This is an optimization exercise on Yosys and OpenROAD, whose aim is small area, a short achievable clock period and few clock cycles, not a production implementation.
At most, simulation tests tie the RTL to the original design; equivalence was not proved.
The RTL of runs 2 to 5 was laid out without a check of its function.
Power figures rest on the tool's default switching activity, not on a simulated workload.

## flow/design.v (module list and top-level ports; edited modules follow where they fit)
// module accq_add40: 150 lines
// module accq_nq_tree: 308 lines
// module accq_top: 340 lines
// module accq_eng: 76 lines
module accq_top (
  input  logic        clk_i,
  input  logic        rst_ni,
  input  logic        cmd_valid_i,
  input  logic [9:0]  cmd_i,
  output logic        cmd_ready_o,
  input  logic        psum_valid_i,
  input  logic [31:0] psum_i,
  output logic        psum_ready_o,
  input  logic        norm_valid_i,
  input  logic [12:0] norm_i,
  output logic        norm_ready_o,
  output logic        out_valid_o,
  output logic [63:0] out_o,
  input  logic        out_ready_i,
  output logic        busy_o
);
  // ...
==> flow/flow/run.sh <==
#!/bin/bash
# Own flow: the standard layout (standard.sh, standard synthesis unchanged) with
#  - port buffers of buf_2 instead of the default delay buffer,
#  - a clock tree without dummy loads, built from clkbuf_8,
#  - a tighter setup repair target.
# make's own output goes to standard_flow.log; ORFS keeps each step's log under orfs/logs.
set -euo pipefail
bash standard.sh \
  "BUFFER_PORTS_ARGS=-buffer_cell sky130_fd_sc_hd__buf_2" \
  "CTS_ARGS=-sink_clustering_enable -repair_clock_nets -dont_use_dummy_load -buf_list sky130_fd_sc_hd__clkbuf_8 -sink_clustering_size 16 -sink_clustering_max_diameter 60" \
  "SETUP_SLACK_MARGIN=6.6" \
  finish > standard_flow.log 2>&1
==> flow/standard.sh <==
#!/bin/bash
# synth_recipe.tcl (not shown) runs the flow's synth.tcl, then flattens the netlist and writes it again
# the make line also repeats each setting of config.mk as NAME=value (left out here)
make -C /OpenROAD-flow-scripts/flow DESIGN_CONFIG=/design/flow/config.mk WORK_HOME=/design/flow/orfs CLKGATE_MAP_FILE= SYNTH_SCRIPT=/design/flow/synth_recipe.tcl "${@:-finish}"
==> flow/config.mk <==
export PLATFORM = sky130hd
export DESIGN_NAME = accq_top
export DESIGN_NICKNAME = accq_top
export VERILOG_FILES = /design/flow/design.v
export SDC_FILE = /design/flow/constraint.sdc
export NUM_CORES = 4
export LEC_CHECK = 0
export ABC_AREA = 1
export CAP_MARGIN = 20
export CORE_MARGIN = 2
export CORE_UTILIZATION = 60
export SLEW_MARGIN = 20
==> flow/constraint.sdc <==
create_clock -name core_clock -period 10.0 [get_ports {clk_i}]
set_input_delay 2.0000 -clock core_clock [delete_from_list [all_inputs] [get_ports {clk_i}]]
set_output_delay 2.0000 -clock core_clock [all_outputs]
set_load 0.01 [all_outputs]
==> qor.txt, run 1 <==
RR Endpoint = ring[5][12]
Largest regs = ring x256, out_sh x64, ca_q x39
CP max-delay cell = dfrtp_1
core area = 0.0408 mm²
setup bufs post-CTS = 0
Worst Tran Pin Value = 1.11 ns
Worst Setup EP = out_valid_o
VDD IR max = 207 µV
Signal inverters = 434
width of the die = 207 µm
syn nets = 3,255
NumNets Final = 3,359
Int Pwr = 0.00415 W
most common cell in the netlist = nand2_1
LEAKAGE = 12.9 nW
Cell variety after synth = 54
Clock Root Buffer = clkbuf_8
first-pass GRT wire length = 108,000 µm
wire length on met1 = 30,200 µm
critical hold path startpoint = ring[1][9]
status = finished clean
reg2reg path depth = 9
1st-pass router iterations = 6
Peak Freq = 300 MHz
initial antenna violation count = 3
top routing layer used = met5
cell type taking the most area = multi-input gates
maxcap violations = 0
worst endpoint required time = 8.00 ns
Testbench counts, summed over its fixed seeds: cycles 13,176.
==> module accq_top, before the edit <==
module accq_top (
  input  logic        clk_i,
  input  logic        rst_ni,
  input  logic        cmd_valid_i,
  input  logic [9:0]  cmd_i,
  output logic        cmd_ready_o,
  input  logic        psum_valid_i,
  input  logic [31:0] psum_i,
  output logic        psum_ready_o,
  input  logic        norm_valid_i,
  input  logic [12:0] norm_i,
  output logic        norm_ready_o,
  output logic        out_valid_o,
  output logic [63:0] out_o,
  input  logic        out_ready_i,
  output logic        busy_o
);
  localparam logic [1:0] OP_CLEAR = 2'd0;
  localparam logic [1:0] OP_ACCUM = 2'd1;
  localparam logic [1:0] OP_NQ    = 2'd2;
  localparam logic [1:0] OP_SO    = 2'd3;
  logic [31:0] ring [8];
  logic [2:0]  hp;
  logic [2:0]  pr_q;    
  logic [2:0]  nr_q;    
  logic        q0_v;
  logic [1:0]  q0_op;
  logic [7:0]  q0_len;
  logic        cmd_ready_q;
  logic [7:0]  rem;             
  logic [2:0]  ptr;             
  logic        add_after_nq;    
  logic        nq_since_add;    
  logic        nq_act;
  logic [2:0]  nq_idx;
  logic        so_after, clear_after;
  logic        tail_eng;        
  logic [7:0]  cleared;
  logic        fresh;           
  logic        so_busy, so_cap;
  logic        out_valid_q;
  logic [63:0] out_sh;
  logic        busy_q;
  logic        psum_ready_q, norm_ready_q;
  logic        head_clr_q;
  logic        r7_clr_q;      
  logic        sa_v, sb_v, sc_v;
  logic        sb_last_so, sc_last_so;
  logic [3:0]  b_one_q, b_two_q, b_neg_q;   
  logic        b_s7_q;
  logic [4:0]  ka_q, kb_q, kc_q;
  logic [7:0]  sa_hi_q;
  logic [39:0] ca_q;
  logic [7:0]  p_hi_q;
  logic [31:0] head, sum;
  logic [39:0] tree_s, tree_c;
  logic [39:0] pb;
  logic [39:0] pc;
  logic [7:0]  q;
  logic [7:0]  hbyte;
  logic        cap;
  assign head = head_clr_q ? 32'd0 : ring[0];
  assign sum  = head + psum_i;
  accq_nq_tree u_tree (.a(ring[6]), .one(b_one_q), .two(b_two_q), .neg(b_neg_q), .s7(b_s7_q),
                       .sum_o(tree_s), .carry_o(tree_c));
  accq_add40 u_add40 (.a({sa_hi_q, ring[5]}), .b(ca_q), .y(pb));
  assign pc = {p_hi_q, ring[4]};
  logic [22:0] x1;
  logic [14:0] x2;
  logic [10:0] x3;
  logic [8:0]  x4;
  logic [7:0]  win;
  logic [31:0] ne, ge;
  logic        ovf;
  always_comb begin
    x1  = kc_q[4] ? pc[38:16] : pc[22:0];
    x2  = kc_q[3] ? x1[22:8]  : x1[14:0];
    x3  = kc_q[2] ? x2[14:4]  : x2[10:0];
    x4  = kc_q[1] ? x3[10:2]  : x3[8:0];
    win = kc_q[0] ? x4[8:1]   : x4[7:0];
    ne  = pc[38:7] ^ {32{pc[39]}};
    for (int j = 0; j < 32; j++) ge[j] = (5'(j) >= kc_q);
    ovf = |(ne & ge);
    q   = ovf ? (pc[39] ? 8'h80 : 8'h7f) : win;
  end
  assign hbyte = head_clr_q ? 8'd0 : ring[0][7:0];
  always_ff @(posedge clk_i) begin
    for (int m = 0; m < 3; m++) ring[m] <= ring[m+1];
    ring[3] <= sc_v ? {{24{q[7]}}, q} : ring[4];
    ring[4] <= sb_v ? pb[31:0] : ring[5];
    ring[5] <= sa_v ? tree_s[31:0] : ring[6];
    ring[6] <= ring[7];
    ring[7] <= psum_hs ? sum : head;
    sa_hi_q <= tree_s[39:32];
    ca_q    <= tree_c;
    p_hi_q  <= pb[39:32];
    kb_q    <= ka_q;
    kc_q    <= kb_q;
    ka_q    <= norm_i[4:0];
    if (sc_v || cap) out_sh <= {(sc_v ? q : hbyte), out_sh[63:8]};
  end
  logic        psum_hs, norm_hs, cmd_hs;
  logic [7:0]  rem_n;
  logic [2:0]  ptr_n, nq_idx_n, hp_n;
  logic        nq_act_n, add_after_nq_n, nq_since_add_n, so_after_n, clear_after_n, tail_eng_n;
  logic [7:0]  cleared_n;
  logic        fresh_n, so_busy_n, so_cap_n, out_valid_n;
  logic        q0_v_n;
  logic [1:0]  q0_op_n;
  logic [7:0]  q0_len_n;
  logic        disp, fold;
  logic        pipe_busy;
  assign psum_hs   = psum_valid_i & psum_ready_q;
  assign norm_hs   = norm_valid_i & norm_ready_q;
  assign cmd_hs    = cmd_valid_i & cmd_ready_q;
  assign cap       = so_busy & (so_cap | (hp == 3'd0));
  assign hp_n      = hp + 3'd1;
  assign pipe_busy = sa_v | sb_v | sc_v;
  logic [7:0] e_rem    [4];
  logic [2:0] e_ptr    [4];
  logic [2:0] e_nq_idx [4];
  logic       e_nq_act [4];
  logic       e_aan    [4];
  logic       e_disp   [4];
  logic       e_prdy   [4];
  logic       e_rz     [4];
  logic       e_r1     [4];
  logic       e_rlt8   [4];
  logic       e_rlt9   [4];
  logic [2:0] e_pr     [4];
  logic [2:0] e_nr     [4];
  logic [7:0] rem_dec;
  logic       rz_q, r1_q, rlt8_q, rlt9_q;
  assign rem_dec = rem - 8'd1;
  logic       e_nrdy   [4];
  for (genvar g = 0; g < 4; g++) begin : g_eng
    accq_eng u_eng (
      .ph_i(g[1]), .nh_i(g[0]),
      .rem_i(rem), .rem_dec_i(rem_dec), .rz_i(rz_q), .r1_i(r1_q), .rlt8_i(rlt8_q), .rlt9_i(rlt9_q),
      .ptr_i(ptr), .nq_idx_i(nq_idx), .nq_act_i(nq_act),
      .add_after_nq_i(add_after_nq), .nq_since_add_i(nq_since_add),
      .q0_v_i(q0_v), .q0_op_i(q0_op), .q0_len_i(q0_len), .so_busy_i(so_busy),
      .pipe_busy_i(pipe_busy), .out_valid_i(out_valid_q), .hp_i(hp), .pr_i(pr_q), .nr_i(nr_q),
      .rem_o(e_rem[g]), .rz_o(e_rz[g]), .r1_o(e_r1[g]), .rlt8_o(e_rlt8[g]), .rlt9_o(e_rlt9[g]),
      .ptr_o(e_ptr[g]), .pr_o(e_pr[g]), .nq_idx_o(e_nq_idx[g]), .nr_o(e_nr[g]), .nq_act_o(e_nq_act[g]),
      .aan_o(e_aan[g]), .disp_acc_o(e_disp[g]), .psum_rdy_o(e_prdy[g]), .norm_rdy_o(e_nrdy[g])
    );
  end
  logic [1:0] hsel;
  logic       psum_ready_n, norm_ready_n;
  assign hsel         = {psum_hs, norm_hs};
  assign psum_ready_n = e_prdy[hsel];
  assign norm_ready_n = e_nrdy[hsel];
  always_comb begin
    rem_n          = e_rem[hsel];
    ptr_n          = e_ptr[hsel];
    nq_idx_n       = e_nq_idx[hsel];
    nq_act_n       = e_nq_act[hsel];
    add_after_nq_n = e_aan[hsel];
    nq_since_add_n = nq_since_add;
    so_after_n     = so_after;
    clear_after_n  = clear_after;
    tail_eng_n     = tail_eng;
    cleared_n      = cleared;
    fresh_n        = fresh;
    so_busy_n      = so_busy;
    so_cap_n       = so_cap;
    out_valid_n    = out_valid_q & ~out_ready_i;
    q0_v_n         = q0_v;
    q0_op_n        = q0_op;
    q0_len_n       = q0_len;
    if (psum_hs) cleared_n[hp] = 1'b0;
    if (sa_v && clear_after) cleared_n[hp - 3'd2] = 1'b1;
    if (sc_v && sc_last_so) out_valid_n = 1'b1;
    if (cap) begin
      so_cap_n = (hp != 3'd7);
      if (hp == 3'd7) begin
        so_busy_n   = 1'b0;
        out_valid_n = 1'b1;
        fresh_n     = 1'b1;
      end
    end
    disp = 1'b0;
    if (q0_v && !so_busy) begin
      case (q0_op)
        OP_ACCUM: disp = e_disp[hsel];
        OP_NQ:    disp = !nq_act && !pipe_busy && !out_valid_q;
        OP_SO:    disp = rz_q && !nq_act && !pipe_busy && !out_valid_q;
        default:  disp = rz_q && !nq_act;
      endcase
    end
    if (disp) begin
      q0_v_n = 1'b0;
      case (q0_op)
        OP_ACCUM: begin
          nq_since_add_n = 1'b0;
          if (q0_len != 8'd0) fresh_n = 1'b0;
          tail_eng_n = 1'b0;
        end
        OP_NQ: begin
          so_after_n     = 1'b0;
          clear_after_n  = 1'b0;
          nq_since_add_n = 1'b1;
          fresh_n        = 1'b1;
          tail_eng_n     = 1'b1;
        end
        OP_SO: begin
          if (fresh) out_valid_n = 1'b1;
          else begin
            so_busy_n = 1'b1;
            so_cap_n  = 1'b0;
          end
          tail_eng_n = 1'b0;
        end
        default: begin
          cleared_n  = 8'hff;
          fresh_n    = 1'b0;
          tail_eng_n = 1'b0;
        end
      endcase
    end
    fold = 1'b0;
    if (cmd_hs) begin
      if (tail_eng && nq_act && !(norm_ready_q && nq_idx == 3'd7)) begin
        if (cmd_i[9:8] == OP_SO && !so_after && !clear_after) fold = 1'b1;
        if (cmd_i[9:8] == OP_CLEAR) fold = 1'b1;
      end
      if (fold) begin
        if (cmd_i[9:8] == OP_SO) so_after_n = 1'b1;
        else begin
          clear_after_n = 1'b1;
          fresh_n       = 1'b0;
          for (int j = 0; j < 8; j++) if (3'(j) < nq_idx) cleared_n[j] = 1'b1;
        end
      end else begin
        q0_v_n     = 1'b1;
        q0_op_n    = cmd_i[9:8];
        q0_len_n   = cmd_i[7:0];
        tail_eng_n = 1'b0;
      end
    end
  end
  logic [7:0] s_eff;
  logic [9:0] by;
  logic [3:0] bd_one, bd_two, bd_neg;
  logic       bd_s7;
  always_comb begin
    s_eff = r7_clr_q ? 8'd0 : norm_i[12:5];
    by    = {1'b0, s_eff, 1'b0};
    for (int i = 0; i < 4; i++) begin
      bd_one[i] = by[2*i+1] ^ by[2*i];
      bd_two[i] = (by[2*i+2] & ~by[2*i+1] & ~by[2*i]) | (~by[2*i+2] & by[2*i+1] & by[2*i]);
      bd_neg[i] = by[2*i+2];
    end
    bd_s7 = s_eff[7];
  end
  logic busy_n;
  assign busy_n = q0_v_n || !e_rz[hsel] || nq_act_n || norm_hs || pipe_busy ||
                  so_busy_n || out_valid_n;
  always_ff @(posedge clk_i or negedge rst_ni) begin
    if (!rst_ni) begin
      hp           <= '0;
      pr_q         <= '0;
      nr_q         <= '0;
      rz_q         <= 1'b1;
      r1_q         <= 1'b0;
      rlt8_q       <= 1'b1;
      rlt9_q       <= 1'b1;
      q0_v         <= 1'b0;
      cmd_ready_q  <= 1'b0;
      rem          <= '0;
      ptr          <= '0;
      add_after_nq <= 1'b0;
      nq_since_add <= 1'b0;
      nq_act       <= 1'b0;
      nq_idx       <= '0;
      tail_eng     <= 1'b0;
      cleared      <= 8'hff;
      fresh        <= 1'b0;
      so_busy      <= 1'b0;
      out_valid_q  <= 1'b0;
      busy_q       <= 1'b0;
      psum_ready_q <= 1'b0;
      norm_ready_q <= 1'b0;
      head_clr_q   <= 1'b1;
      r7_clr_q     <= 1'b1;
      sa_v         <= 1'b0;
      sb_v         <= 1'b0;
      sc_v         <= 1'b0;
    end else begin
      hp           <= hp_n;
      pr_q         <= e_pr[hsel];
      nr_q         <= e_nr[hsel];
      rz_q         <= e_rz[hsel];
      r1_q         <= e_r1[hsel];
      rlt8_q       <= e_rlt8[hsel];
      rlt9_q       <= e_rlt9[hsel];
      q0_v         <= q0_v_n;
      cmd_ready_q  <= ~q0_v_n;
      rem          <= rem_n;
      ptr          <= ptr_n;
      add_after_nq <= add_after_nq_n;
      nq_since_add <= nq_since_add_n;
      nq_act       <= nq_act_n;
      nq_idx       <= nq_idx_n;
      tail_eng     <= tail_eng_n;
      cleared      <= cleared_n;
      fresh        <= fresh_n;
      so_busy      <= so_busy_n;
      out_valid_q  <= out_valid_n;
      busy_q       <= busy_n;
      psum_ready_q <= psum_ready_n;
      norm_ready_q <= norm_ready_n;
      head_clr_q   <= cleared_n[hp_n];
      r7_clr_q     <= cleared_n[hp];
      sa_v         <= norm_hs;
      sb_v         <= sa_v;
      sc_v         <= sb_v;
    end
  end
  always_ff @(posedge clk_i) begin
    q0_op        <= q0_op_n;
    q0_len       <= q0_len_n;
    so_after     <= so_after_n;
    clear_after  <= clear_after_n;
    so_cap       <= so_cap_n;
    b_one_q      <= bd_one;
    b_two_q      <= bd_two;
    b_neg_q      <= bd_neg;
    b_s7_q       <= bd_s7;
    sb_last_so   <= sa_v && (hp == 3'd1) && so_after;
    sc_last_so   <= sb_last_so;
  end
  assign cmd_ready_o  = cmd_ready_q;
  assign psum_ready_o = psum_ready_q;
  assign norm_ready_o = norm_ready_q;
  assign out_valid_o  = out_valid_q;
  assign out_o        = out_sh;
  assign busy_o       = busy_q;
endmodule
==> run 2, diff against run 1 <==
--- a/flow/design.v
+++ b/flow/design.v
@@ -639,22 +639,22 @@
   logic       rz_q, r1_q, rlt8_q, rlt9_q;
   assign rem_dec = rem - 8'd1;
   logic       e_nrdy   [4];
-  for (genvar g = 0; g < 4; g++) begin : g_eng
+  if (1) begin : g_eng1
     accq_eng u_eng (
-      .ph_i(g[1]), .nh_i(g[0]),
+      .ph_i(psum_hs), .nh_i(norm_hs),
       .rem_i(rem), .rem_dec_i(rem_dec), .rz_i(rz_q), .r1_i(r1_q), .rlt8_i(rlt8_q), .rlt9_i(rlt9_q),
       .ptr_i(ptr), .nq_idx_i(nq_idx), .nq_act_i(nq_act),
       .add_after_nq_i(add_after_nq), .nq_since_add_i(nq_since_add),
       .q0_v_i(q0_v), .q0_op_i(q0_op), .q0_len_i(q0_len), .so_busy_i(so_busy),
       .pipe_busy_i(pipe_busy), .out_valid_i(out_valid_q), .hp_i(hp), .pr_i(pr_q), .nr_i(nr_q),
-      .rem_o(e_rem[g]), .rz_o(e_rz[g]), .r1_o(e_r1[g]), .rlt8_o(e_rlt8[g]), .rlt9_o(e_rlt9[g]),
-      .ptr_o(e_ptr[g]), .pr_o(e_pr[g]), .nq_idx_o(e_nq_idx[g]), .nr_o(e_nr[g]), .nq_act_o(e_nq_act[g]),
-      .aan_o(e_aan[g]), .disp_acc_o(e_disp[g]), .psum_rdy_o(e_prdy[g]), .norm_rdy_o(e_nrdy[g])
+      .rem_o(e_rem[0]), .rz_o(e_rz[0]), .r1_o(e_r1[0]), .rlt8_o(e_rlt8[0]), .rlt9_o(e_rlt9[0]),
+      .ptr_o(e_ptr[0]), .pr_o(e_pr[0]), .nq_idx_o(e_nq_idx[0]), .nr_o(e_nr[0]), .nq_act_o(e_nq_act[0]),
+      .aan_o(e_aan[0]), .disp_acc_o(e_disp[0]), .psum_rdy_o(e_prdy[0]), .norm_rdy_o(e_nrdy[0])
     );
   end
   logic [1:0] hsel;
   logic       psum_ready_n, norm_ready_n;
-  assign hsel         = {psum_hs, norm_hs};
+  assign hsel         = 2'd0;
   assign psum_ready_n = e_prdy[hsel];
   assign norm_ready_n = e_nrdy[hsel];
   always_comb begin
==> qor.txt, run 2 <==
CP Launch Type = primary input (was flop)
clk sinks = 469 (unchanged)
NumNets Final = 3,116 (was 3,359)
commonest non-fill, non-tap cell in the layout = nand2_1 (unchanged)
synthesized area = 0.0239 mm² (was 0.0248 mm²)
width of the die = 203 µm (was 207 µm)
worst-path maximum fanout = 6 (was 4)
# diodes = 0 (was 2)
vias in the first global route = 18,380 (was 19,648)
count of final setup violators = 0 (unchanged)
FP Rows = 73 (was 74)
VDD IR max = 215 µV (was 207 µV)
CTS clk-pin slew, worst paths = 0.09 ns (about the same)
DRT iter0 DRCs = 1,477 (was 2,033)
# DRC = 0 (unchanged)
slew margin rel. = 41.9% (was 25.6%)
Inserted Clock Buffers = 41 (was 42)
worst-skew pair later-pin latency = 0.65 ns (about the same)
Synth top cells by count = nand2_1 (550), inv_1 (352), dfxtp_1 (343) (was nand2_1 (727), inv_1 (386), dfxtp_1 (343))
reg2reg start = b_two_q[0] (was b_two_q[2])
PwrDens = 219 mW/mm² (was 269 mW/mm²)
post-synth top area share = 28.8% (was 27.6%)
GP Congestion = 0.924 (was 0.920)
total track usage = 31.2% (was 31.8%)
largest reg by FF count = ring (unchanged)
Cell variety after synth = 52 (was 54)
CP Class = primary input to flop (was flop to output pin)
1st-pass router iterations = 8 (was 6)
clock buffer depth = 3 (unchanged)
Peak Freq = 294 MHz (was 300 MHz)
synthesized flop and latch total = 469 (unchanged)
drt wl/cell = 19.4 µm (was 19.5 µm)
Via Count = 18,771 (was 20,225)
most common cell in the netlist = nand2_1 (unchanged)
LEAKAGE = 12.2 nW (was 12.9 nW)
drt total wl = 65,200 µm (was 70,300 µm)
r2r setup slk = 6.65 ns (was 6.71 ns)
Vias/cell = 5.59 (was 5.61)
CTS tree = yes (unchanged)
dominant synthesized flop cell = dfxtp_1 (unchanged)
RSZ-0062 raised after global routing = yes (was no)
maxcap violations = 0 (unchanged)
initial antenna violation count = 2 (was 3)
starting density of the core = 60.5% (was 60.8%)
H-tree depth = 2 (unchanged)
YS warnings = 105 (was 18)
Tmin final = 3.40 ns (was 3.33 ns)
setup tns final = 0 ns (unchanged)
ys async rst share = 11.1% (unchanged)
CP arrival = 3.93 ns (was 1.33 ns)
Critical Path End Type = flop (was output pin)
Final Hold Fails = 0 (unchanged)
Fin Clk Skew = 0.0856 ns (was 0.0644 ns)
HPWL after detailed placement = 47,800 µm (was 51,700 µm)
Tcrit/Tclk final = 34.0% (was 33.3%)
Worst Setup EP = norm_ready_q (was out_valid_o)
Tightest Hold Check Type = flop to flop (unchanged)
top cells by area, synth = dfxtp_1 (29%), edfxtp_1 (9.3%), fa_1 (9.1%), nand2_1 (8.7%), xor2_1 (6.0%) (was dfxtp_1 (28%), nand2_1 (11%), edfxtp_1 (8.9%), fa_1 (8.7%), ha_1 (5.9%))
global route overflow = 0 (unchanged)
area leader, netlist = dfxtp_1 (unchanged)
largest net degree at the start of global routing = 67 (was 69)
Slew Viols, Final = 0 (unchanged)
post-synthesis area per instance = 8.78 µm² (was 8.37 µm²)
first-pass GRT wire length = 100,000 µm (was 108,000 µm)
Largest regs = ring x256, out_sh x64, ca_q x39 (unchanged)
Clock Root Buffer = clkbuf_8 (unchanged)
P&R area growth vs syn = 8.96% (was 7.48%)
Die Span Y = 203 µm (was 207 µm)
IO Port Bufs = 129 (unchanged)
Worst Tran Pin Value = 0.866 ns (was 1.11 ns)
Syn Inst Count = 2,719 (was 2,968)
Ports = 130 (unchanged)
worst endpoint required time = 10.53 ns (was 8.00 ns)
RR Endpoint = ring[5][15] (was ring[5][12])
syn nets = 2,998 (was 3,255)
Non-Filler Instances = 3,360 (was 3,604)
status = finished clean (unchanged)
reg2reg path depth = 9 (unchanged)
max FFs per register = 256 (unchanged)
# placed instances = 3,288 (was 3,537)
sequential area share after synthesis = 43.6% (was 41.9%)
layout cells sized above 1 = 11.5% (was 8.99%)
Post-synth EDFFs = 74 (unchanged)
Worst setup startpoint = psum_valid_i (was out_valid_q)
core area = 0.0395 mm² (was 0.0408 mm²)
post-route antenna net violation count = 0 (unchanged)
most frequent cells in the layout = nand2_1 (544), inv_1 (342), dfxtp_1 (339) (was nand2_1 (725), inv_1 (379), dfxtp_1 (339))
DIE AREA = 0.0414 mm² (was 0.0430 mm²)
## run 2: changes by cell type after synthesis, moves of 8 or more
cell,previous run,this run
nand3_1,161,129
o21ai_0,162,173
a21oi_1,76,67
inv_1,386,352
nor2_1,176,159
ha_1,118,110
nand2_1,727,550
xor2_1,153,163
nand4_1,24,32
## run 2: worst min path at each step
stage / from / end / slack [ns] / cells after the start
after CTS: ring[3][15] / ring[2][15] / 0.26 / 0
final: ring[3][15] / ring[2][15] / 0.27 / 0
after detailed placement: ring[1][26] / ring[0][26] / 0.31 / 0
after global routing: ring[3][15] / ring[2][15] / 0.25 / 0
after floorplan: ka_q[0] / kb_q[0] / 0.31 / 0
after global placement: ring[2][18] / ring[1][18] / 0.31 / 0
## run 2: power by group
group / internal, W / switching [W] / leakage, nW
combinational: 0.000809 / 0.00135 / 7.81
sequential: 0.00232 / 0.000257 / 4.09
clock: 0.000366 / 0.000587 / 0.295
## run 2: layout make-up
| class | count | area, µm² |
|---|---|---|
| Fill cell | 3426 | 13500 |
| Multi-Input combinational cell | 1766 | 11900 |
| Sequential cell | 469 | 10400 |
| Inverter | 394 | 1540 |
| Timing Repair Buffer | 158 | 918 |
| Tap cell | 525 | 657 |
| Clock buffer | 41 | 564 |
| Timing Repair inverter | 7 | 52.6 |
## run 2: metal layers
metal | routed length, µm | share of wire, % | vias up | track usage, %
met5 | 0 | 0 | - | 0
met4 | 2550 | 3.9 | 0 | 10.3
met3 | 4550 | 7.0 | 176 | 4.51
met2 | 29900 | 46 | 738 | 51.3
met1 | 28200 | 43 | 8893 | 42.5
li1 | - | - | 8964 | -
## run 2: critical path, cell delays in order
cell      delay (ns)
buf_12          0.08
nand2_8         0.08
inv_16          0.07
nand2_1         0.07
nand2_4         0.11
nand2_8         0.08
buf_12          0.15
o211ai_1        0.08
o21a_1          0.19
inv_1           0.11
ha_4            0.29
nand2_2         0.04
o211ai_1        0.15
o21ai_1         0.09
a31oi_1         0.16
nor3_1          0.08
nor2_1          0.09
## run 2: repair_timing
action                     CTS  global route
pin swaps                    3            10
buffers inserted            10            11
resized for setup           22            41
hold buffers                 0             0
cloned                       4             5
setup endpoints to repair   53           138
## run 2: kinds of logic (layout without fill, tap and decap cells)
group                    Yosys count  after routing  share of synthesized area, %
flip-flops                       469            469                          43.6
buffers and inverters            486            600                          8.08
XOR/XNOR                         188            188                          6.90
adder cells (fa/ha/maj)          218            218                          14.8
AO/OA/AOI/OAI                    428            428                          10.2
AND/OR/NAND/NOR                  930            932                          16.4
## run 2: metrics by stage
stage	utilization, %	hold slack (ns)	area, µm²	setup slack (ns)	power, W
floorplan	-	0.310	24100	6.10	0.00405
global placement	63.2	0.310	25000	5.38	0.00456
detailed placement	63.2	0.312	25000	5.34	0.00464
CTS	65.2	0.258	25700	6.58	0.00561
global route	65.9	0.249	26000	6.46	0.00610
finish	65.9	0.270	26000	6.60	0.00569
==> module accq_eng, before the edit <==
module accq_eng (
  input  logic       ph_i,
  input  logic       nh_i,
  input  logic [7:0] rem_i,
  input  logic [7:0] rem_dec_i,      
  input  logic       rz_i,           
  input  logic       r1_i,           
  input  logic       rlt8_i,         
  input  logic       rlt9_i,         
  input  logic [2:0] ptr_i,
  input  logic [2:0] nq_idx_i,
  input  logic       nq_act_i,
  input  logic       add_after_nq_i,
  input  logic       nq_since_add_i,
  input  logic       q0_v_i,
  input  logic [1:0] q0_op_i,
  input  logic [7:0] q0_len_i,
  input  logic       so_busy_i,
  input  logic       pipe_busy_i,
  input  logic       out_valid_i,
  input  logic [2:0] hp_i,
  input  logic [2:0] pr_i,       
  input  logic [2:0] nr_i,       
  output logic [7:0] rem_o,
  output logic       rz_o,
  output logic       r1_o,
  output logic       rlt8_o,
  output logic       rlt9_o,
  output logic [2:0] ptr_o,
  output logic [2:0] pr_o,       
  output logic [2:0] nq_idx_o,
  output logic [2:0] nr_o,       
  output logic       nq_act_o,
  output logic       aan_o,
  output logic       disp_acc_o,
  output logic       psum_rdy_o,
  output logic       norm_rdy_o
);
  logic       zero, lt8;
  logic [2:0] lo, dd;
  always_comb begin
    rem_o      = ph_i ? rem_dec_i : rem_i;
    zero       = ph_i ? r1_i : rz_i;
    lt8        = ph_i ? rlt9_i : rlt8_i;
    lo         = rem_o[2:0];
    ptr_o      = ptr_i + {2'd0, ph_i};
    pr_o       = pr_i + {2'd0, ph_i} - 3'd1;
    nq_idx_o   = nq_idx_i + {2'd0, nh_i};
    nr_o       = nr_i + {2'd0, nh_i} - 3'd1;
    nq_act_o   = nq_act_i & ~(nh_i & (nq_idx_i == 3'd7));
    aan_o      = add_after_nq_i & nq_act_o;
    disp_acc_o = q0_v_i && !so_busy_i && (q0_op_i == 2'd1) && zero;
    if (disp_acc_o) begin
      rem_o = q0_len_i;
      zero  = (q0_len_i == 8'd0);
      lt8   = (q0_len_i[7:3] == 5'd0);
      lo    = q0_len_i[2:0];
      aan_o = nq_act_o;
      if (nq_since_add_i) begin
        ptr_o = 3'd0;
        pr_o  = ~hp_i;
      end
    end
    if (q0_v_i && !so_busy_i && (q0_op_i == 2'd2) && !nq_act_i && !pipe_busy_i && !out_valid_i)
      nq_act_o = 1'b1;
    rz_o   = (rem_o == 8'd0);
    r1_o   = (rem_o == 8'd1);
    rlt8_o = (rem_o[7:3] == 5'd0);
    rlt9_o = (rem_o[7:3] == 5'd0) || (rem_o == 8'd8);
    dd     = 3'd7 - pr_o;    
    psum_rdy_o = !zero && (pr_o == 3'd0) &&
                 (!aan_o || !nq_act_o || (ptr_o < nq_idx_o));
    norm_rdy_o = nq_act_o && (nr_o == 3'd7) &&
                 (aan_o || zero || (lt8 && (dd >= lo)));
  end
endmodule
==> run 3, diff against run 2 <==
--- a/flow/design.v
+++ b/flow/design.v
@@ -196,6 +196,126 @@
   assign y[38] = p[38] ^ G53;
   assign y[39] = p[39] ^ G72;
 endmodule
+module accq_add32 (input logic [31:0] a, input logic [31:0] b, output logic [31:0] y);
+  logic [31:0] p, g;
+  assign p = a ^ b;
+  assign g = a & b;
+  wire G1 = g[1] | (p[1] & g[0]);
+  wire G2 = g[3] | (p[3] & g[2]);
+  wire P2 = p[3] & p[2];
+  wire G3 = g[5] | (p[5] & g[4]);
+  wire P3 = p[5] & p[4];
+  wire G4 = g[7] | (p[7] & g[6]);
+  wire P4 = p[7] & p[6];
+  wire G5 = g[9] | (p[9] & g[8]);
+  wire P5 = p[9] & p[8];
+  wire G6 = g[11] | (p[11] & g[10]);
+  wire P6 = p[11] & p[10];
+  wire G7 = g[13] | (p[13] & g[12]);
+  wire P7 = p[13] & p[12];
+  wire G8 = g[15] | (p[15] & g[14]);
+  wire P8 = p[15] & p[14];
+  wire G9 = g[17] | (p[17] & g[16]);
+  wire P9 = p[17] & p[16];
+  wire G10 = g[19] | (p[19] & g[18]);
+  wire P10 = p[19] & p[18];
+  wire G11 = g[21] | (p[21] & g[20]);
+  wire P11 = p[21] & p[20];
+  wire G12 = g[23] | (p[23] & g[22]);
+  wire P12 = p[23] & p[22];
+  wire G13 = g[25] | (p[25] & g[24]);
+  wire P13 = p[25] & p[24];
+  wire G14 = g[27] | (p[27] & g[26]);
+  wire P14 = p[27] & p[26];
+  wire G15 = g[29] | (p[29] & g[28]);
+  wire P15 = p[29] & p[28];
+  wire G16 = g[31] | (p[31] & g[30]);
+  wire P16 = p[31] & p[30];
+  wire G17 = G2 | (P2 & G1);
+  wire G18 = G4 | (P4 & G3);
+  wire P18 = P4 & P3;
+  wire G19 = G6 | (P6 & G5);
+  wire P19 = P6 & P5;
+  wire G20 = G8 | (P8 & G7);
+  wire P20 = P8 & P7;
+  wire G21 = G10 | (P10 & G9);
+  wire P21 = P10 & P9;
+  wire G22 = G12 | (P12 & G11);
+  wire P22 = P12 & P11;
+  wire G23 = G14 | (P14 & G13);
+  wire P23 = P14 & P13;
+  wire G24 = G16 | (P16 & G15);
+  wire P24 = P16 & P15;
+  wire G25 = G18 | (P18 & G17);
+  wire G26 = G20 | (P20 & G19);
+  wire P26 = P20 & P19;
+  wire G27 = G22 | (P22 & G21);
+  wire P27 = P22 & P21;
+  wire G28 = G24 | (P24 & G23);
+  wire P28 = P24 & P23;
+  wire G29 = G26 | (P26 & G25);
+  wire G30 = G28 | (P28 & G27);
+  wire P30 = P28 & P27;
+  wire G31 = G30 | (P30 & G29);
+  wire G32 = G27 | (P27 & G29);
+  wire G33 = G19 | (P19 & G25);
+  wire G34 = G21 | (P21 & G29);
+  wire G35 = G23 | (P23 & G32);
+  wire G36 = G3 | (P3 & G17);
+  wire G37 = G5 | (P5 & G25);
+  wire G38 = G7 | (P7 & G33);
+  wire G39 = G9 | (P9 & G29);
+  wire G40 = G11 | (P11 & G34);
+  wire G41 = G13 | (P13 & G32);
+  wire G42 = G15 | (P15 & G35);
+  wire G43 = g[2] | (p[2] & G1);
+  wire G44 = g[4] | (p[4] & G17);
+  wire G45 = g[6] | (p[6] & G36);
+  wire G46 = g[8] | (p[8] & G25);
+  wire G47 = g[10] | (p[10] & G37);
+  wire G48 = g[12] | (p[12] & G33);
+  wire G49 = g[14] | (p[14] & G38);
+  wire G50 = g[16] | (p[16] & G29);
+  wire G51 = g[18] | (p[18] & G39);
+  wire G52 = g[20] | (p[20] & G34);
+  wire G53 = g[22] | (p[22] & G40);
+  wire G54 = g[24] | (p[24] & G32);
+  wire G55 = g[26] | (p[26] & G41);
+  wire G56 = g[28] | (p[28] & G35);
+  wire G57 = g[30] | (p[30] & G42);
+  assign y[0] = p[0];
+  assign y[1] = p[1] ^ g[0];
+  assign y[2] = p[2] ^ G1;
+  assign y[3] = p[3] ^ G43;
+  assign y[4] = p[4] ^ G17;
+  assign y[5] = p[5] ^ G44;
+  assign y[6] = p[6] ^ G36;
+  assign y[7] = p[7] ^ G45;
+  assign y[8] = p[8] ^ G25;
+  assign y[9] = p[9] ^ G46;
+  assign y[10] = p[10] ^ G37;
+  assign y[11] = p[11] ^ G47;
+  assign y[12] = p[12] ^ G33;
+  assign y[13] = p[13] ^ G48;
+  assign y[14] = p[14] ^ G38;
+  assign y[15] = p[15] ^ G49;
+  assign y[16] = p[16] ^ G29;
+  assign y[17] = p[17] ^ G50;
+  assign y[18] = p[18] ^ G39;
+  assign y[19] = p[19] ^ G51;
+  assign y[20] = p[20] ^ G34;
+  assign y[21] = p[21] ^ G52;
+  assign y[22] = p[22] ^ G40;
+  assign y[23] = p[23] ^ G53;
+  assign y[24] = p[24] ^ G32;
+  assign y[25] = p[25] ^ G54;
+  assign y[26] = p[26] ^ G41;
+  assign y[27] = p[27] ^ G55;
+  assign y[28] = p[28] ^ G35;
+  assign y[29] = p[29] ^ G56;
+  assign y[30] = p[30] ^ G42;
+  assign y[31] = p[31] ^ G57;
+endmodule
 module accq_nq_tree (
   input  logic [31:0] a,    
   input  logic [3:0]  one,   
@@ -548,8 +668,9 @@
   logic [63:0] out_sh;
   logic        busy_q;
   logic        psum_ready_q, norm_ready_q;
+  logic        add_fire_q;
+  logic [31:0] psum_q;
   logic        head_clr_q;
-  logic        r7_clr_q;      
   logic        sa_v, sb_v, sc_v;
   logic        sb_last_so, sc_last_so;
   logic [3:0]  b_one_q, b_two_q, b_neg_q;   
@@ -566,11 +687,11 @@
   logic [7:0]  hbyte;
   logic        cap;
   assign head = head_clr_q ? 32'd0 : ring[0];
-  assign sum  = head + psum_i;
-  accq_nq_tree u_tree (.a(ring[6]), .one(b_one_q), .two(b_two_q), .neg(b_neg_q), .s7(b_s7_q),
+  accq_add32 u_add32 (.a(head), .b(psum_q), .y(sum));
+  accq_nq_tree u_tree (.a(ring[7]), .one(b_one_q), .two(b_two_q), .neg(b_neg_q), .s7(b_s7_q),
                        .sum_o(tree_s), .carry_o(tree_c));
-  accq_add40 u_add40 (.a({sa_hi_q, ring[5]}), .b(ca_q), .y(pb));
-  assign pc = {p_hi_q, ring[4]};
+  accq_add40 u_add40 (.a({sa_hi_q, ring[6]}), .b(ca_q), .y(pb));
+  assign pc = {p_hi_q, ring[5]};
   logic [22:0] x1;
   logic [14:0] x2;
   logic [10:0] x3;
@@ -591,17 +712,17 @@
   end
   assign hbyte = head_clr_q ? 8'd0 : ring[0][7:0];
   always_ff @(posedge clk_i) begin
-    for (int m = 0; m < 3; m++) ring[m] <= ring[m+1];
-    ring[3] <= sc_v ? {{24{q[7]}}, q} : ring[4];
-    ring[4] <= sb_v ? pb[31:0] : ring[5];
-    ring[5] <= sa_v ? tree_s[31:0] : ring[6];
-    ring[6] <= ring[7];
-    ring[7] <= psum_hs ? sum : head;
+    for (int m = 0; m < 4; m++) ring[m] <= ring[m+1];
+    ring[4] <= sc_v ? {{24{q[7]}}, q} : ring[5];
+    ring[5] <= sb_v ? pb[31:0] : ring[6];
+    ring[6] <= sa_v ? tree_s[31:0] : ring[7];
+    ring[7] <= sum;   
     sa_hi_q <= tree_s[39:32];
     ca_q    <= tree_c;
     p_hi_q  <= pb[39:32];
     kb_q    <= ka_q;
     kc_q    <= kb_q;
+    psum_q  <= psum_hs ? psum_i : 32'd0;
     ka_q    <= norm_i[4:0];
     if (sc_v || cap) out_sh <= {(sc_v ? q : hbyte), out_sh[63:8]};
   end
@@ -639,22 +760,22 @@
   logic       rz_q, r1_q, rlt8_q, rlt9_q;
   assign rem_dec = rem - 8'd1;
   logic       e_nrdy   [4];
-  if (1) begin : g_eng1
+  for (genvar g = 0; g < 4; g++) begin : g_eng
     accq_eng u_eng (
-      .ph_i(psum_hs), .nh_i(norm_hs),
+      .ph_i(g[1]), .nh_i(g[0]),
       .rem_i(rem), .rem_dec_i(rem_dec), .rz_i(rz_q), .r1_i(r1_q), .rlt8_i(rlt8_q), .rlt9_i(rlt9_q),
       .ptr_i(ptr), .nq_idx_i(nq_idx), .nq_act_i(nq_act),
       .add_after_nq_i(add_after_nq), .nq_since_add_i(nq_since_add),
       .q0_v_i(q0_v), .q0_op_i(q0_op), .q0_len_i(q0_len), .so_busy_i(so_busy),
       .pipe_busy_i(pipe_busy), .out_valid_i(out_valid_q), .hp_i(hp), .pr_i(pr_q), .nr_i(nr_q),
-      .rem_o(e_rem[0]), .rz_o(e_rz[0]), .r1_o(e_r1[0]), .rlt8_o(e_rlt8[0]), .rlt9_o(e_rlt9[0]),
-      .ptr_o(e_ptr[0]), .pr_o(e_pr[0]), .nq_idx_o(e_nq_idx[0]), .nr_o(e_nr[0]), .nq_act_o(e_nq_act[0]),
-      .aan_o(e_aan[0]), .disp_acc_o(e_disp[0]), .psum_rdy_o(e_prdy[0]), .norm_rdy_o(e_nrdy[0])
+      .rem_o(e_rem[g]), .rz_o(e_rz[g]), .r1_o(e_r1[g]), .rlt8_o(e_rlt8[g]), .rlt9_o(e_rlt9[g]),
+      .ptr_o(e_ptr[g]), .pr_o(e_pr[g]), .nq_idx_o(e_nq_idx[g]), .nr_o(e_nr[g]), .nq_act_o(e_nq_act[g]),
+      .aan_o(e_aan[g]), .disp_acc_o(e_disp[g]), .psum_rdy_o(e_prdy[g]), .norm_rdy_o(e_nrdy[g])
     );
   end
   logic [1:0] hsel;
   logic       psum_ready_n, norm_ready_n;
-  assign hsel         = 2'd0;
+  assign hsel         = {psum_hs, norm_hs};
   assign psum_ready_n = e_prdy[hsel];
   assign norm_ready_n = e_nrdy[hsel];
   always_comb begin
@@ -675,8 +796,8 @@
     q0_v_n         = q0_v;
     q0_op_n        = q0_op;
     q0_len_n       = q0_len;
-    if (psum_hs) cleared_n[hp] = 1'b0;
-    if (sa_v && clear_after) cleared_n[hp - 3'd2] = 1'b1;
+    if (add_fire_q) cleared_n[hp] = 1'b0;
+    if (sa_v && clear_after) cleared_n[hp - 3'd1] = 1'b1;
     if (sc_v && sc_last_so) out_valid_n = 1'b1;
     if (cap) begin
       so_cap_n = (hp != 3'd7);
@@ -751,7 +872,7 @@
   logic [3:0] bd_one, bd_two, bd_neg;
   logic       bd_s7;
   always_comb begin
-    s_eff = r7_clr_q ? 8'd0 : norm_i[12:5];
+    s_eff = (head_clr_q & ~add_fire_q) ? 8'd0 : norm_i[12:5];
     by    = {1'b0, s_eff, 1'b0};
     for (int i = 0; i < 4; i++) begin
       bd_one[i] = by[2*i+1] ^ by[2*i];
@@ -788,8 +909,8 @@
       busy_q       <= 1'b0;
       psum_ready_q <= 1'b0;
       norm_ready_q <= 1'b0;
+      add_fire_q   <= 1'b0;
       head_clr_q   <= 1'b1;
-      r7_clr_q     <= 1'b1;
       sa_v         <= 1'b0;
       sb_v         <= 1'b0;
       sc_v         <= 1'b0;
@@ -817,8 +938,8 @@
       busy_q       <= busy_n;
       psum_ready_q <= psum_ready_n;
       norm_ready_q <= norm_ready_n;
+      add_fire_q   <= psum_hs;
       head_clr_q   <= cleared_n[hp_n];
-      r7_clr_q     <= cleared_n[hp];
       sa_v         <= norm_hs;
       sb_v         <= sa_v;
       sc_v         <= sb_v;
@@ -834,7 +955,7 @@
     b_two_q      <= bd_two;
     b_neg_q      <= bd_neg;
     b_s7_q       <= bd_s7;
-    sb_last_so   <= sa_v && (hp == 3'd1) && so_after;
+    sb_last_so   <= sa_v && (hp == 3'd0) && so_after;
     sc_last_so   <= sb_last_so;
   end
   assign cmd_ready_o  = cmd_ready_q;
@@ -913,10 +1034,10 @@
     r1_o   = (rem_o == 8'd1);
     rlt8_o = (rem_o[7:3] == 5'd0);
     rlt9_o = (rem_o[7:3] == 5'd0) || (rem_o == 8'd8);
-    dd     = 3'd7 - pr_o;    
-    psum_rdy_o = !zero && (pr_o == 3'd0) &&
+    dd     = 3'd0 - pr_o;
+    psum_rdy_o = !zero && (pr_o == 3'd1) &&
                  (!aan_o || !nq_act_o || (ptr_o < nq_idx_o));
-    norm_rdy_o = nq_act_o && (nr_o == 3'd7) &&
+    norm_rdy_o = nq_act_o && (nr_o == 3'd0) &&
                  (aan_o || zero || (lt8 && (dd >= lo)));
   end
 endmodule
==> qor.txt, run 3 <==
Clock Root Buffer = clkbuf_8 (unchanged)
Tightest Hold Check Type = flop to flop (unchanged)
# DRC = 0 (unchanged)
total track usage = 28.5% (was 31.2%)
synthesized flop and latch total = 501 (was 469)
largest reg by FF count = ring (unchanged)
setup tns final = 0 ns (unchanged)
slew margin rel. = 35.0% (was 41.9%)
most frequent cells in the layout = nand2_1 (590), dfxtp_1 (372), inv_1 (369) (was nand2_1 (544), inv_1 (342), dfxtp_1 (339))
Tmin final = 3.31 ns (was 3.40 ns)
fillers = 3,452 (was 3,426)
Die Span Y = 206 µm (was 203 µm)
Finished Core Util = 64.9% (was 65.9%)
CP arrival = 3.81 ns (was 3.93 ns)
CTS tree = yes (unchanged)
ys async rst share = 10.4% (was 11.1%)
clock buffer depth = 3 (unchanged)
RSZ-0062 raised after global routing = no (was yes)
most common cell in the netlist = nand2_1 (unchanged)
Tcrit/Tclk final = 33.1% (was 34.0%)
maxcap violations = 0 (unchanged)
Setup WS pre-CTS = 5.60 ns (was 5.34 ns)
syn nets = 3,044 (was 2,998)
top cells by area, synth = dfxtp_1 (31%), fa_1 (10%), nand2_1 (9.1%), edfxtp_1 (9.0%), xor2_1 (6.3%) (was dfxtp_1 (29%), edfxtp_1 (9.3%), fa_1 (9.1%), nand2_1 (8.7%), xor2_1 (6.0%))
HPWL after detailed placement = 43,900 µm (was 47,800 µm)
Ports = 130 (unchanged)
P&R area growth vs syn = 7.33% (was 8.96%)
Critical Path End Type = flop (unchanged)
post-synth top area share = 30.6% (was 28.8%)
CTS Hold Bufs = 0 (unchanged)
starting density of the core = 60.5% (about the same)
Post-synth EDFFs = 74 (unchanged)
Cell variety after synth = 53 (was 52)
global route overflow = 0 (unchanged)
core area = 0.0406 mm² (was 0.0395 mm²)
post-synthesis area per instance = 8.96 µm² (was 8.78 µm²)
Largest regs = ring x256, out_sh x64, ca_q x39 (unchanged)
largest net degree at the start of global routing = 67 (unchanged)
Final WS setup = 6.69 ns (was 6.60 ns)
commonest non-fill, non-tap cell in the layout = nand2_1 (unchanged)
IO Port Bufs = 129 (unchanged)
Worst Tran Pin Value = 0.971 ns (was 0.866 ns)
max FFs per register = 256 (unchanged)
dominant synthesized flop cell = dfxtp_1 (unchanged)
worst path cell trace = clkinvlp_4, o22ai_1, xor2_1, fa_1, fa_1, inv_1, fa_1 (was buf_12, nand2_8, inv_16, nand2_1, nand2_4, nand2_8, buf_12, o211ai_1, o21a_1, inv_1, ha_4, nand2_2, o211ai_1, o21ai_1, a31oi_1, nor3_1, nor2_1)
initial antenna violation count = 1 (was 2)
first-pass GRT wire length = 93,700 µm (was 100,000 µm)
DIE AREA = 0.0426 mm² (was 0.0414 mm²)
clk sinks = 501 (was 469)
Peak Freq = 303 MHz (was 294 MHz)
worst endpoint required time = 10.51 ns (was 10.53 ns)
Final Hold Fails = 0 (unchanged)
status = finished clean (unchanged)
CTS clk-pin slew, worst paths = 0.09 ns (about the same)
Vias/cell = 5.52 (was 5.59)
GP Congestion = 0.945 (was 0.924)
sequential area share after synthesis = 45.0% (was 43.6%)
LEAKAGE = 12.6 nW (was 12.2 nW)
Synth top cells by count = nand2_1 (594), inv_1 (377), dfxtp_1 (375) (was nand2_1 (550), inv_1 (352), dfxtp_1 (343))
H-tree depth = 2 (unchanged)
CP Launch Type = flop (was primary input)
CP max-delay cell = clkinvlp_4 (was ha_4)
VDD IR max = 233 µV (was 215 µV)
CP peak stage delay = 0.61 ns (was 0.29 ns)
DRT iter0 DRCs = 1,390 (was 1,477)
Power Total = 0.00557 W (was 0.00569 W)
1st-pass router iterations = 6 (was 8)
worst-skew pair later-pin latency = 0.62 ns (was 0.65 ns)
Syn Inst Count = 2,743 (was 2,719)
count of final setup violators = 0 (unchanged)
PwrDens = 211 mW/mm² (was 219 mW/mm²)
NumNets Final = 3,148 (was 3,116)
width of the die = 206 µm (was 203 µm)
post-route antenna net violation count = 0 (unchanged)
layout cells sized above 1 = 9.00% (was 11.5%)
Inserted Clock Buffers = 43 (was 41)
area leader, netlist = dfxtp_1 (unchanged)
CP Class = flop to flop (was primary input to flop)
drt wl/cell = 17.9 µm (was 19.4 µm)
Slew Viols, Final = 0 (unchanged)
FP Rows = 74 (was 73)
vias in the first global route = 17,991 (was 18,380)
r2r setup slk = 6.69 ns (was 6.65 ns)
drt total wl = 60,500 µm (was 65,200 µm)
worst-path maximum fanout = 31 (was 6)
CP dominant cell by count = fa_1
Fin Clk Skew = 0.0416 ns (was 0.0856 ns)
Via Count = 18,645 (was 18,771)
synthesized area = 0.0246 mm² (was 0.0239 mm²)
YS warnings = 18 (was 105)
# diodes = 0 (unchanged)
run 3: cell types whose count changed in the layout (fill, tap and decap cells not counted), sizes merged, moves of 12 or more:
cell   delta
xor2     +14
buf      -12
fa       +15
a21oi    -17
nand4    -12
dfxtp    +32
nand2    +35
o21ai    -38
inv      +25
run 3: worst max-delay path: cells and delay by family (launching register included):
family | cells | cell delay, ns
AO/OA/AOI/OAI | 1 | 0.42
flip-flops | 1 | 0.46
XOR/XNOR | 1 | 0.20
adder cells (fa/ha/maj) | 3 | 1.43
buffers and inverters | 2 | 0.66
run 3: kinds of logic (layout without fill, tap and decap cells):
family                   after synthesis  after routing  share of synthesized area (%)
adder cells (fa/ha/maj)              240            240                           16.0
AO/OA/AOI/OAI                        366            366                           8.51
buffers and inverters                510            611                           8.09
AND/OR/NAND/NOR                      931            932                           15.5
XOR/XNOR                             193            193                           6.88
flip-flops                           501            501                           45.0
multiplexers                           2              2                         0.0866
run 3: worst paths after layout:
path                              from          end  cells after the start
max                         b_one_q[3]   sa_hi_q[1]                      7
min                        ring[4][22]  ring[3][22]                      0
max reg2reg                 b_one_q[3]   sa_hi_q[1]                      7
min reg2reg                ring[4][22]  ring[3][22]                      0
max in group asynchronous       rst_ni         sa_v                      2
min in group asynchronous       rst_ni    nq_idx[0]                      2
run 3: power breakdown:
group	internal, W	switching, W
Combinational	0.000671	0.00121
Clock	0.000385	0.000618
Sequential	0.00245	0.000229
Total	0.00351	0.00206
run 3: repair_timing:
action	in CTS	in global routing
endpoints found under the setup margin	71	36
pin swaps	0	6
resized for setup	15	19
gates cloned	1	5
buffers inserted	1	5
hold endpoints to repair	0	0
run 3: layer usage:
| layer | global-route usage [%] | vias up | wire [µm] |
|---|---|---|---|
| li1 | - | 8870 | - |
| met1 | 39.4 | 8895 | 26400 |
| met2 | 44.2 | 737 | 26700 |
| met3 | 6.17 | 143 | 5260 |
| met4 | 10.6 | 0 | 2160 |
| met5 | 0 | - | 0 |
run 3: layout make-up:
cell class                 count  area (µm²)  share of cell area (%)
clock buffer                  43         592                    2.24
inverter                     416        1600                    6.07
multi-input combinational   1733       11600                    44.0
sequential                   501       11100                    41.9
tap                          532         666                    2.52
timing repair buffer         147         823                    3.12
timing repair inverter         5        37.5                   0.142
run 3: per-stage QoR:
step / instances / cell area, µm² / hold WS [ns]
2_1_floorplan: 2743 / 24600 / 0.310
3_3_place_gp: 3321 / 25600 / 0.310
3_5_place_dp: 3322 / 25600 / 0.312
4_1_cts: 3367 / 26200 / 0.292
5_1_grt: 3377 / 26400 / 0.297
6_report: 3377 / 26400 / 0.295
==> run 4, diff against run 3 <==
--- a/flow/flow/run.sh
+++ b/flow/flow/run.sh
@@ -8,5 +8,5 @@
 bash standard.sh \
   "BUFFER_PORTS_ARGS=-buffer_cell sky130_fd_sc_hd__buf_2" \
   "CTS_ARGS=-sink_clustering_enable -repair_clock_nets -dont_use_dummy_load -buf_list sky130_fd_sc_hd__clkbuf_8 -sink_clustering_size 16 -sink_clustering_max_diameter 60" \
-  "SETUP_SLACK_MARGIN=6.6" \
+  "SETUP_SLACK_MARGIN=6.9" \
   finish > standard_flow.log 2>&1
==> qor.txt, run 4 <==
grt peak-use layer = met2 (unchanged)
worst hold margin = 0.307 ns (was 0.295 ns)
worst-skew pair later-pin latency = 0.62 ns (about the same)
NumNets Final = 3,252 (was 3,148)
1st-pass router iterations = 6 (unchanged)
synthesized flop and latch total = 501 (unchanged)
Via Count = 18,984 (was 18,645)
CP peak stage delay = 0.43 ns (was 0.61 ns)
Tmin final = 3.22 ns (was 3.31 ns)
most common cell in the netlist = nand2_1 (unchanged)
met3 Resource Use GR = 5.38% (was 6.17%)
dominant synthesized flop cell = dfxtp_1 (unchanged)
VDD IR max = 289 µV (was 233 µV)
Inserted Clock Buffers = 42 (was 43)
global route overflow = 0 (unchanged)
layout cells sized above 1 = 14.2% (was 9.00%)
GP Congestion = 0.937 (was 0.945)
Syn Inst Count = 2,743 (unchanged)
Slew Viols, Final = 0 (unchanged)
Ports = 130 (unchanged)
Non-Filler Instances = 3,481 (was 3,377)
reg2reg path depth = 18 (was 7)
PwrDens = 209 mW/mm² (was 211 mW/mm²)
met1 usage = 41.4% (was 39.4%)
first-pass GRT wire length = 97,600 µm (was 93,700 µm)
Peak Freq = 310 MHz (was 303 MHz)
Bufs and invs on worst path = 1 (was 2)
post-synthesis area per instance = 8.96 µm² (unchanged)
clock buffer depth = 3 (unchanged)
clk sinks = 501 (unchanged)
Synth top cells by count = nand2_1 (594), inv_1 (377), dfxtp_1 (375) (unchanged)
Tightest Hold Check Type = flop to flop (unchanged)
critical hold path startpoint = ring[4][1] (was ring[4][22])
post-synth top area share = 30.6% (unchanged)
Cell variety after synth = 53 (unchanged)
RR Endpoint = ring[7][31] (was sa_hi_q[1])
synthesized area = 0.0246 mm² (unchanged)
Worst setup startpoint = psum_ready_q (was b_one_q[3])
initial antenna violation count = 0 (was 1)
Clock Root Buffer = clkbuf_8 (unchanged)
largest reg by FF count = ring (unchanged)
# diodes = 0 (unchanged)
Post-synth EDFFs = 74 (unchanged)
vias in the first global route = 18,373 (was 17,991)
width of the die = 206 µm (unchanged)
YS warnings = 18 (unchanged)
LEAKAGE = 13.1 nW (was 12.6 nW)
count of final setup violators = 0 (unchanged)
CP max-delay cell = dfrtp_1 (was clkinvlp_4)
Die Span Y = 206 µm (unchanged)
syn nets = 3,044 (unchanged)
CTS Hold Bufs = 0 (unchanged)
CP arrival = 1.22 ns (was 3.81 ns)
DIE AREA = 0.0426 mm² (unchanged)
HPWL after detailed placement = 44,900 µm (was 43,900 µm)
Largest regs = ring x256, out_sh x64, ca_q x39 (unchanged)
largest net degree at the start of global routing = 66 (was 67)
maxcap violations = 0 (unchanged)
worst-path maximum fanout = 2 (was 31)
Critical Path End Type = output pin (was flop)
H-tree depth = 2 (unchanged)
starting density of the core = 60.5% (unchanged)
RSZ-0062 raised after global routing = yes (was no)
Fin Clk Skew = 0.0479 ns (was 0.0416 ns)
Worst Hold Path EP = ring[3][1] (was ring[3][22])
# placed instances = 3,322 (unchanged)
commonest non-fill, non-tap cell in the layout = nand2_1 (unchanged)
setup tns final = 0 ns (unchanged)
max FFs per register = 256 (unchanged)
Worst Tran Pin Value = 0.951 ns (was 0.971 ns)
P&R area growth vs syn = 11.6% (was 7.33%)
slew margin rel. = 36.4% (was 35.0%)
post-route antenna net violation count = 0 (unchanged)
Tcrit/Tclk final = 32.2% (was 33.1%)
# DRC = 0 (unchanged)
drt total wl = 64,200 µm (was 60,500 µm)
area leader, netlist = dfxtp_1 (unchanged)
CP delay by family, top = flip-flops (was adder cells)
r2r setup slk = 6.88 ns (was 6.69 ns)
top cells by area, synth = dfxtp_1 (31%), fa_1 (10%), nand2_1 (9.1%), edfxtp_1 (9.0%), xor2_1 (6.3%) (unchanged)
fillers = 3,345 (was 3,452)
reg2reg start = head_clr_q (was b_one_q[3])
worst path cell trace = buf_2 (was clkinvlp_4, o22ai_1, xor2_1, fa_1, fa_1, inv_1, fa_1)
ys async rst share = 10.4% (unchanged)
drt wl/cell = 18.4 µm (was 17.9 µm)
IO Port Bufs = 129 (unchanged)
sequential area share after synthesis = 45.0% (unchanged)
CTS clk-pin slew, worst paths = 0.11 ns (was 0.09 ns)
CP Class = flop to output pin (was flop to flop)
worst endpoint required time = 8.00 ns (was 10.51 ns)
CP Launch Type = flop (unchanged)
Vias/cell = 5.45 (was 5.52)
hold path depth = 0 (unchanged)
total track usage = 29.9% (was 28.5%)
CTS tree = yes (unchanged)
most frequent cells in the layout = nand2_1 (588), inv_1 (369), dfxtp_1 (344) (was nand2_1 (590), dfxtp_1 (372), inv_1 (369))
FP Rows = 74 (unchanged)
met2 track utilization from global routing = 47.0% (was 44.2%)
Final Hold Fails = 0 (unchanged)
core area = 0.0406 mm² (unchanged)
status = finished clean (unchanged)
DRT iter0 DRCs = 1,607 (was 1,390)
-- run 4: cell types whose count changed in the layout (fill, tap and decap cells not counted), moves of 3 or more --
cell | previous run | this run
dfxtp_1 | 372 | 344
clkinvlp_2 | 0 | 3
buf_4 | 14 | 106
inv_2 | 6 | 3
inv_4 | 1 | 5
dfxtp_2 | 3 | 29
buf_12 | 1 | 7
clkinvlp_4 | 12 | 39
clkinv_1 | 30 | 4
-- run 4: worst max-delay path by stage --
stage / cells past startpoint / slack (ns) / to
6_report: 1 / 6.78 / psum_ready_o
5_1_grt: 1 / 6.72 / out_o[38]
4_1_cts: 1 / 6.73 / out_o[58]
3_5_place_dp: 12 / 5.88 / busy_q
3_3_place_gp: 8 / 5.98 / ring[6][12]
2_1_floorplan: 10 / 6.91 / head_clr_q
-- run 4: power breakdown --
part           internal (W)  total (W)  switching (W)
sequential          0.00246    0.00270       0.000243
combinational      0.000774    0.00203        0.00126
clock              0.000376   0.000991       0.000614
-- run 4: cell families (layout without fill, tap and decap cells) --
kind of cell / count (synthesis) / after routing / share of synthesized area (%)
buf+inv: 510 / 715 / 8.09
simple gates: 931 / 932 / 15.5
xor+xnor: 193 / 193 / 6.88
flops: 501 / 501 / 45.0
mux: 2 / 2 / 0.0866
compound gates: 366 / 366 / 8.51
fa+ha+maj: 240 / 240 / 16.0
-- run 4: layout make-up --
class | instances | area [µm²] | share of cell area, %
inverters | 416 | 1710 | 6.24
repair buffers | 247 | 1680 | 6.14
repair inverters | 10 | 67.6 | 0.246
multi-input cells | 1733 | 11600 | 42.4
well taps | 532 | 666 | 2.43
flip-flops and latches | 501 | 11100 | 40.4
clock buffers | 42 | 578 | 2.11
-- run 4: repair_timing --
action | in CTS | in global routing
buffers inserted | 45 | 59
endpoints found under the setup margin | 170 | 124
pin swaps | 1 | 8
gates cloned | 8 | 5
resized for setup | 31 | 80
-- run 4: metrics by stage --
stage / setup WS [ns] / power (W) / area [µm²] / utilization (%)
after floorplan: 6.91 / 0.00400 / 24600 / -
after global placement: 5.98 / 0.00447 / 25600 / 62.9
after detailed placement: 5.88 / 0.00456 / 25600 / 62.9
after CTS: 6.73 / 0.00565 / 26700 / 65.7
after global routing: 6.72 / 0.00614 / 27400 / 67.5
final: 6.78 / 0.00572 / 27400 / 67.5
-- run 4: worst register-to-register path, stage by stage, from the launching register on --
cell and delay (ns):
dfstp_4 0.72, buf_12 0.14, buf_4 0.13, nor2_1 0.05
ha_1 0.31, a21o_1 0.17, inv_1 0.06, o21ai_0 0.08
a21oi_1 0.15, nand2_2 0.11, nand2_1 0.07, nand2_1 0.08
nand2_1 0.08, nand2_2 0.06, nand2_1 0.07, nand2_1 0.06
fa_1 0.37, xnor2_1 0.14, xor2_1 0.14
-- run 4: per-layer routing --
metal / share of wire (%) / up-vias / wire (µm)
met1: 44 / 9010 / 28200
met3: 7.6 / 152 / 4870
li1: - / 9073 / -
met2: 45 / 749 / 28800
met4: 3.6 / 0 / 2300
met5: 0 / - / 0
==> run 5, diff against run 4 <==
--- a/flow/design.v
+++ b/flow/design.v
@@ -760,22 +760,22 @@
   logic       rz_q, r1_q, rlt8_q, rlt9_q;
   assign rem_dec = rem - 8'd1;
   logic       e_nrdy   [4];
-  for (genvar g = 0; g < 4; g++) begin : g_eng
+  if (1) begin : g_eng1
     accq_eng u_eng (
-      .ph_i(g[1]), .nh_i(g[0]),
+      .ph_i(psum_hs), .nh_i(norm_hs),
       .rem_i(rem), .rem_dec_i(rem_dec), .rz_i(rz_q), .r1_i(r1_q), .rlt8_i(rlt8_q), .rlt9_i(rlt9_q),
       .ptr_i(ptr), .nq_idx_i(nq_idx), .nq_act_i(nq_act),
       .add_after_nq_i(add_after_nq), .nq_since_add_i(nq_since_add),
       .q0_v_i(q0_v), .q0_op_i(q0_op), .q0_len_i(q0_len), .so_busy_i(so_busy),
       .pipe_busy_i(pipe_busy), .out_valid_i(out_valid_q), .hp_i(hp), .pr_i(pr_q), .nr_i(nr_q),
-      .rem_o(e_rem[g]), .rz_o(e_rz[g]), .r1_o(e_r1[g]), .rlt8_o(e_rlt8[g]), .rlt9_o(e_rlt9[g]),
-      .ptr_o(e_ptr[g]), .pr_o(e_pr[g]), .nq_idx_o(e_nq_idx[g]), .nr_o(e_nr[g]), .nq_act_o(e_nq_act[g]),
-      .aan_o(e_aan[g]), .disp_acc_o(e_disp[g]), .psum_rdy_o(e_prdy[g]), .norm_rdy_o(e_nrdy[g])
+      .rem_o(e_rem[0]), .rz_o(e_rz[0]), .r1_o(e_r1[0]), .rlt8_o(e_rlt8[0]), .rlt9_o(e_rlt9[0]),
+      .ptr_o(e_ptr[0]), .pr_o(e_pr[0]), .nq_idx_o(e_nq_idx[0]), .nr_o(e_nr[0]), .nq_act_o(e_nq_act[0]),
+      .aan_o(e_aan[0]), .disp_acc_o(e_disp[0]), .psum_rdy_o(e_prdy[0]), .norm_rdy_o(e_nrdy[0])
     );
   end
   logic [1:0] hsel;
   logic       psum_ready_n, norm_ready_n;
-  assign hsel         = {psum_hs, norm_hs};
+  assign hsel         = 2'd0;
   assign psum_ready_n = e_prdy[hsel];
   assign norm_ready_n = e_nrdy[hsel];
   always_comb begin
--- a/flow/flow/run.sh
+++ b/flow/flow/run.sh
@@ -8,5 +8,5 @@
 bash standard.sh \
   "BUFFER_PORTS_ARGS=-buffer_cell sky130_fd_sc_hd__buf_2" \
   "CTS_ARGS=-sink_clustering_enable -repair_clock_nets -dont_use_dummy_load -buf_list sky130_fd_sc_hd__clkbuf_8 -sink_clustering_size 16 -sink_clustering_max_diameter 60" \
-  "SETUP_SLACK_MARGIN=6.9" \
+  "SETUP_SLACK_MARGIN=6.6" \
   finish > standard_flow.log 2>&1
==> qor.txt, run 5 <==
# DRC = 0 (unchanged)
CP Class = primary input to flop (was flop to output pin)
count of final setup violators = 0 (unchanged)
reg2reg start = ring[7][27] (was head_clr_q)
Worst setup startpoint = psum_valid_i (was psum_ready_q)
total track usage = 28.6% (was 29.9%)
status = finished clean (unchanged)
RSZ-0062 raised after global routing = yes (unchanged)
most common cell in the netlist = nand2_1 (unchanged)
Peak Freq = 284 MHz (was 310 MHz)
drt wl/cell = 18.3 µm (was 18.4 µm)
synthesized area = 0.0235 mm² (was 0.0246 mm²)
Ports = 130 (unchanged)
dominant synthesized flop cell = dfxtp_1 (unchanged)
global route overflow = 0 (unchanged)
# placed instances = 3,073 (was 3,322)
ys async rst share = 10.4% (unchanged)
VDD IR max = 134 µV (was 289 µV)
H-tree depth = 2 (unchanged)
synthesized flop and latch total = 501 (unchanged)
CTS Hold Bufs = 0 (unchanged)
Non-Filler Instances = 3,154 (was 3,481)
reg2reg path depth = 8 (was 18)
area leader, netlist = dfxtp_1 (unchanged)
post-synth top area share = 31.9% (was 30.6%)
Via Count = 17,054 (was 18,984)
YS warnings = 105 (was 18)
core area = 0.0386 mm² (was 0.0406 mm²)
critical hold path startpoint = ring[3][0] (was ring[4][1])
DIE AREA = 0.0408 mm² (was 0.0426 mm²)
# diodes = 0 (unchanged)
Post-synth EDFFs = 74 (unchanged)
fillers = 3,154 (was 3,345)
Worst Tran Pin Value = 1.12 ns (was 0.951 ns)
Fin Clk Skew = 0.0641 ns (was 0.0479 ns)
post-synthesis area per instance = 9.39 µm² (was 8.96 µm²)
slew margin rel. = 25.5% (was 36.4%)
starting density of the core = 60.8% (was 60.5%)
DRT iter0 DRCs = 1,457 (was 1,607)
largest reg by FF count = ring (unchanged)
r2r setup slk = 6.70 ns (was 6.88 ns)
Finished Core Util = 66.2% (was 67.5%)
drt total wl = 57,700 µm (was 64,200 µm)
worst-skew pair later-pin latency = 0.65 ns (was 0.62 ns)
Setup WS pre-CTS = 4.93 ns (was 5.88 ns)
Tightest Hold Check Type = flop to flop (unchanged)
hold path depth = 0 (unchanged)
width of the die = 202 µm (was 206 µm)
GP Congestion = 0.932 (was 0.937)
==> run 5: final cells by class <==
type                    instances  area, µm²  share of cell area [%]
inverters                     402       1550                    6.06
clock buffers                  45        619                    2.42
repair inverters                6       45.0                   0.176
repair buffers                165        976                    3.81
well taps                     518        648                    2.53
flip-flops and latches        501      11100                    43.2
multi-input cells            1517      10700                    41.8
==> run 5: report_power, final <==
group / internal [W] / switching, W
Combinational: 0.000580 / 0.00101
Sequential: 0.00251 / 0.000232
Clock: 0.000401 / 0.000623
==> run 5: timing repair <==
action	CTS	global route
resized for setup	28	17
setup endpoints to repair	74	29
setup buffers	11	17
pin swaps	5	2
gates cloned	6	2
==> run 5: routing by layer <==
metal  vias to the layer above  share of wire [%]  routed length, µm  GRT usage (%)
met5                         -              0.023                 13              0
met2                       680                 43              24600           42.1
met1                      8029                 44              25600           39.5
met3                       154                8.8               5070           7.35
li1                       8189                  -                  -              -
met4                         2                4.4               2540           13.8
==> run 5: worst max path at each step <==
stage | endpoint | slack (ns)
floorplan | norm_ready_q | 5.84
detailed placement | norm_ready_q | 4.93
global placement | norm_ready_q | 4.97
CTS | norm_ready_q | 6.56
finish | norm_ready_q | 6.48
global route | norm_ready_q | 6.35
==> run 5: through the flow <==
step                      instance area [µm²]  total power [W]
after floorplan                         23600          0.00383
after global placement                  24500          0.00425
after detailed placement                24500          0.00431
after CTS                               25400          0.00536
after global routing                    25600          0.00572
final                                   25600          0.00536
==> run 5: cells by family after synthesis <==
logic type | Yosys count | synth area share [%]
simple gates | 723 | 12.6
flops | 501 | 47.0
buf+inv | 487 | 8.07
compound gates | 368 | 8.97
fa+ha+maj | 230 | 16.2
xor+xnor | 194 | 7.23
==> run 5: worst max-delay path: stages <==
cell	delay (ns)
buf_12	0.08
nand2_8	0.06
buf_6	0.14
ha_4	0.15
ha_4	0.21
o21ai_4	0.14
inv_2	0.06
ha_2	0.18
xnor2_1	0.13
ha_1	0.32
nand2_1	0.06
o211ai_1	0.16
o21ai_1	0.09
a31oi_1	0.14
nor3_1	0.06
nor2_1	0.11

[afterwards: timing with drivers on the ports]
No port has a modelled driver above. Below, the same layouts with a new extraction and two added sets of constraints. Step 1, drivers: a clkbuf_16 drives clk_i and a buf_2 each remaining input, both assumed. Step 2, shift: input delay + t, output delay - t, t = (earliest + latest rising clock arrival at the registers) / 2. This alone moves slack from input paths to output paths. Slacks: no drivers / after step 1 / after step 2; pairs: no drivers / after step 1.
run | shift t [ns] | setup slack, ns
run 1 | 0.679 | 6.672 / 6.614 / 6.091
run 2 | 0.660 | 6.604 / 6.591 / 5.936
run 3 | 0.657 | 6.694 / 6.694 / 6.202
run 4 | 0.655 | 6.777 / 6.724 / 6.377
run 5 | 0.670 | 6.484 / 6.471 / 5.801
After both steps setup and hold are still met in every run listed.
